Context: an optimization exercise on an open-source flow, tuned for small area. The choices shown serve that exercise and are no tape-out recipe. In this exercise RTL edits were held to simulation tests only and were not proved equivalent to the original. No activity file was given, so power comes from the tool's default toggle rates.

// gpio_32_top
module gpio_32_top
(
  input  logic                PCLK,
  input  logic                PRESETn,
  input  logic                PSEL,
  input  logic                PENABLE,
  input  logic                PWRITE,
  input  logic [7:0]          PADDR,
  input  logic [31:0]         PWDATA,
  output logic [31:0]         PRDATA,
  output logic                PREADY,
  output logic                PSLVERR,
  input  logic [gpio_32_pkg::NUM_GPIO-1:0] gpio_in_raw,
  output logic [gpio_32_pkg::NUM_GPIO-1:0] gpio_out,
  output logic [gpio_32_pkg::NUM_GPIO-1:0] gpio_oe,
  output logic                gpio_irq
);
  logic [31:0]         dir_r;
  logic [31:0]         out_r;
  logic [31:0]         mask_r;
  logic [31:0]         status_r;
  logic [31:0]         status_d;
  logic [31:0]         type_r;
  logic [31:0]         pol_r;
  logic [gpio_32_pkg::DB_CNT_W-1:0] db_cfg_r;
  logic [gpio_32_pkg::DB_CNT_W-1:0] db_nt_s;
  logic                rst_d1_r;
  logic                rst_d2_r;
  logic                sync_dis_s;
  logic [31:0]         stb_s;
  logic [31:0]         nchg_s;
  logic [31:0]         wdata_s;
  logic [2:0]          idx_s;
  logic                in_range_s;
  logic                wr_en_s;
  logic                rd_en_s;
  logic [7:0]          sel_s;
  logic [7:0]          ld_s;
  logic [7:0]          rd_sel_s;
  assign idx_s      = PADDR[4:2];
  ...
clock: 10.0 ns
lec_check: 0
cap_margin: 10
core_margin: 2
core_utilization: 70
cts_cluster_diameter: 90
cts_cluster_size: 30
slew_margin: 10
synth_hierarchical: 1
synth_minimum_keep_size: 0
standard.sh (not shown) runs the stock make flow with config.mk's settings and CLKGATE_MAP_FILE= SYNTH_SCRIPT=/design/flow/synth_recipe.tcl, a recipe that flattens the netlist after the stock synthesis.
==> flow/flow/run.sh <==
#!/bin/bash
# Layout flow: the standard synthesis unchanged, then the standard
# ORFS layout with these changes:
#   - ports are buffered with the smallest buffer (buf_1) instead of the
#     default choice;
#   - clock tree synthesis inserts no dummy loads (clkload cells);
#   - after floorplan, combinational cells that synthesis upsized are set back
#     to their smallest drive strength (flip-flops are left as they are);
#     the later repair steps upsize again wherever slew, load or timing need it.
# Each step's full output goes to its own log file in this folder.
set -euo pipefail
here=$(pwd)
bash standard.sh synth > "$here/flow_synth.log" 2>&1
bash standard.sh \
  "BUFFER_PORTS_ARGS=-buffer_cell sky130_fd_sc_hd__buf_1" \
  "POST_FLOORPLAN_TCL=$here/flow/downsize.tcl" \
  "CTS_ARGS=-sink_clustering_enable -repair_clock_nets -sink_clustering_size 30 -sink_clustering_max_diameter 110 -dont_use_dummy_load" \
  finish > "$here/flow_layout.log" 2>&1
==> flow/flow/downsize.tcl <==
# Set every combinational standard cell to the smallest drive strength of its
# family (same function and pins). Flip-flops keep the cell synthesis gave them.
set db [ord::get_db]
set block [[$db getChip] getBlock]
set n_swapped 0
set area_before 0.0
set area_after 0.0
foreach inst [$block getInsts] {
  set master [$inst getMaster]
  set name [$master getName]
  if {![regexp {^(sky130_fd_sc_hd__[a-z0-9]+)_([0-9]+)$} $name -> base size]} { continue }
  if {[regexp {df|dl|sdf|edf|tap|fill|decap|conb|clkbuf|clkinv|clkdly|dlygate|diode} $base]} { continue }
  set best ""
  set best_area 0
  foreach sz {0 1 2} {
    if {$sz >= $size} { break }
    set cand [$db findMaster "${base}_${sz}"]
    if {$cand eq "NULL" || $cand eq ""} { continue }
    set a [expr {[$cand getWidth] * [$cand getHeight]}]
    set cur [expr {[$master getWidth] * [$master getHeight]}]
    if {$a < $cur && ($best eq "" || $a <= $best_area)} {
      set best $cand
      set best_area $a
    }
  }
  if {$best ne ""} {
    set area_before [expr {$area_before + [$master getWidth] * [$master getHeight] / 1e6}]
    set area_after [expr {$area_after + $best_area / 1e6}]
    $inst swapMaster $best
    incr n_swapped
  }
}
puts "downsize: swapped $n_swapped instances, area $area_before -> $area_after um2"
The baseline finished with timing, DRC and antenna clean.
Next try:
--- a/flow/flow/run.sh
+++ b/flow/flow/run.sh
@@ -15,4 +15,4 @@
   "BUFFER_PORTS_ARGS=-buffer_cell sky130_fd_sc_hd__buf_1" \
   "POST_FLOORPLAN_TCL=$here/flow/downsize.tcl" \
-  "CTS_ARGS=-sink_clustering_enable -repair_clock_nets -sink_clustering_size 30 -sink_clustering_max_diameter 110 -dont_use_dummy_load" \
+  "CTS_ARGS=-sink_clustering_enable -repair_clock_nets -sink_clustering_size 30 -sink_clustering_max_diameter 90 -dont_use_dummy_load" \
   finish > "$here/flow_layout.log" 2>&1
Settings changed: CORE_UTILIZATION 70 to 75.
Outcome: Setup slack loses 0.71 ns; combinational power went down by a few percent; count of clock-buffer cells in the layout rises by 1; sequential share of layout area barely changes; final cell count decreases slightly; final area is about the same; fmax is lower by a little under a tenth; clock power stays flat; register-to-register slack gets worse by 0.71 ns; global-route usage rose by 1.2 points; power barely changes.

-- what the ideal ports hide --
How much do the figures lean on ideal ports? The routed layouts below were timed once more, with nothing changed but the port constraints. Step 1 assumes that a clkbuf_16 drives the clock port and a buf_2 every other input. Step 2, shift: input delay + t, output delay - t, t = (earliest + latest rising clock arrival at the registers) / 2. This alone moves slack from input paths to output paths. Slacks: no drivers / after step 1 / after step 2; pairs: no drivers / after step 1.
run	t, ns	slack for setup (ns)	slew at the worst register clock pin (ns)	worst slew at a driven data input, ns
the first run	0.637	2.537 / 2.537 / 2.537	0.12 / 0.12	0.07
the second run	0.647	1.830 / 1.830 / 1.830	0.11 / 0.11	0.15
After both steps setup and hold are still met in every run listed.
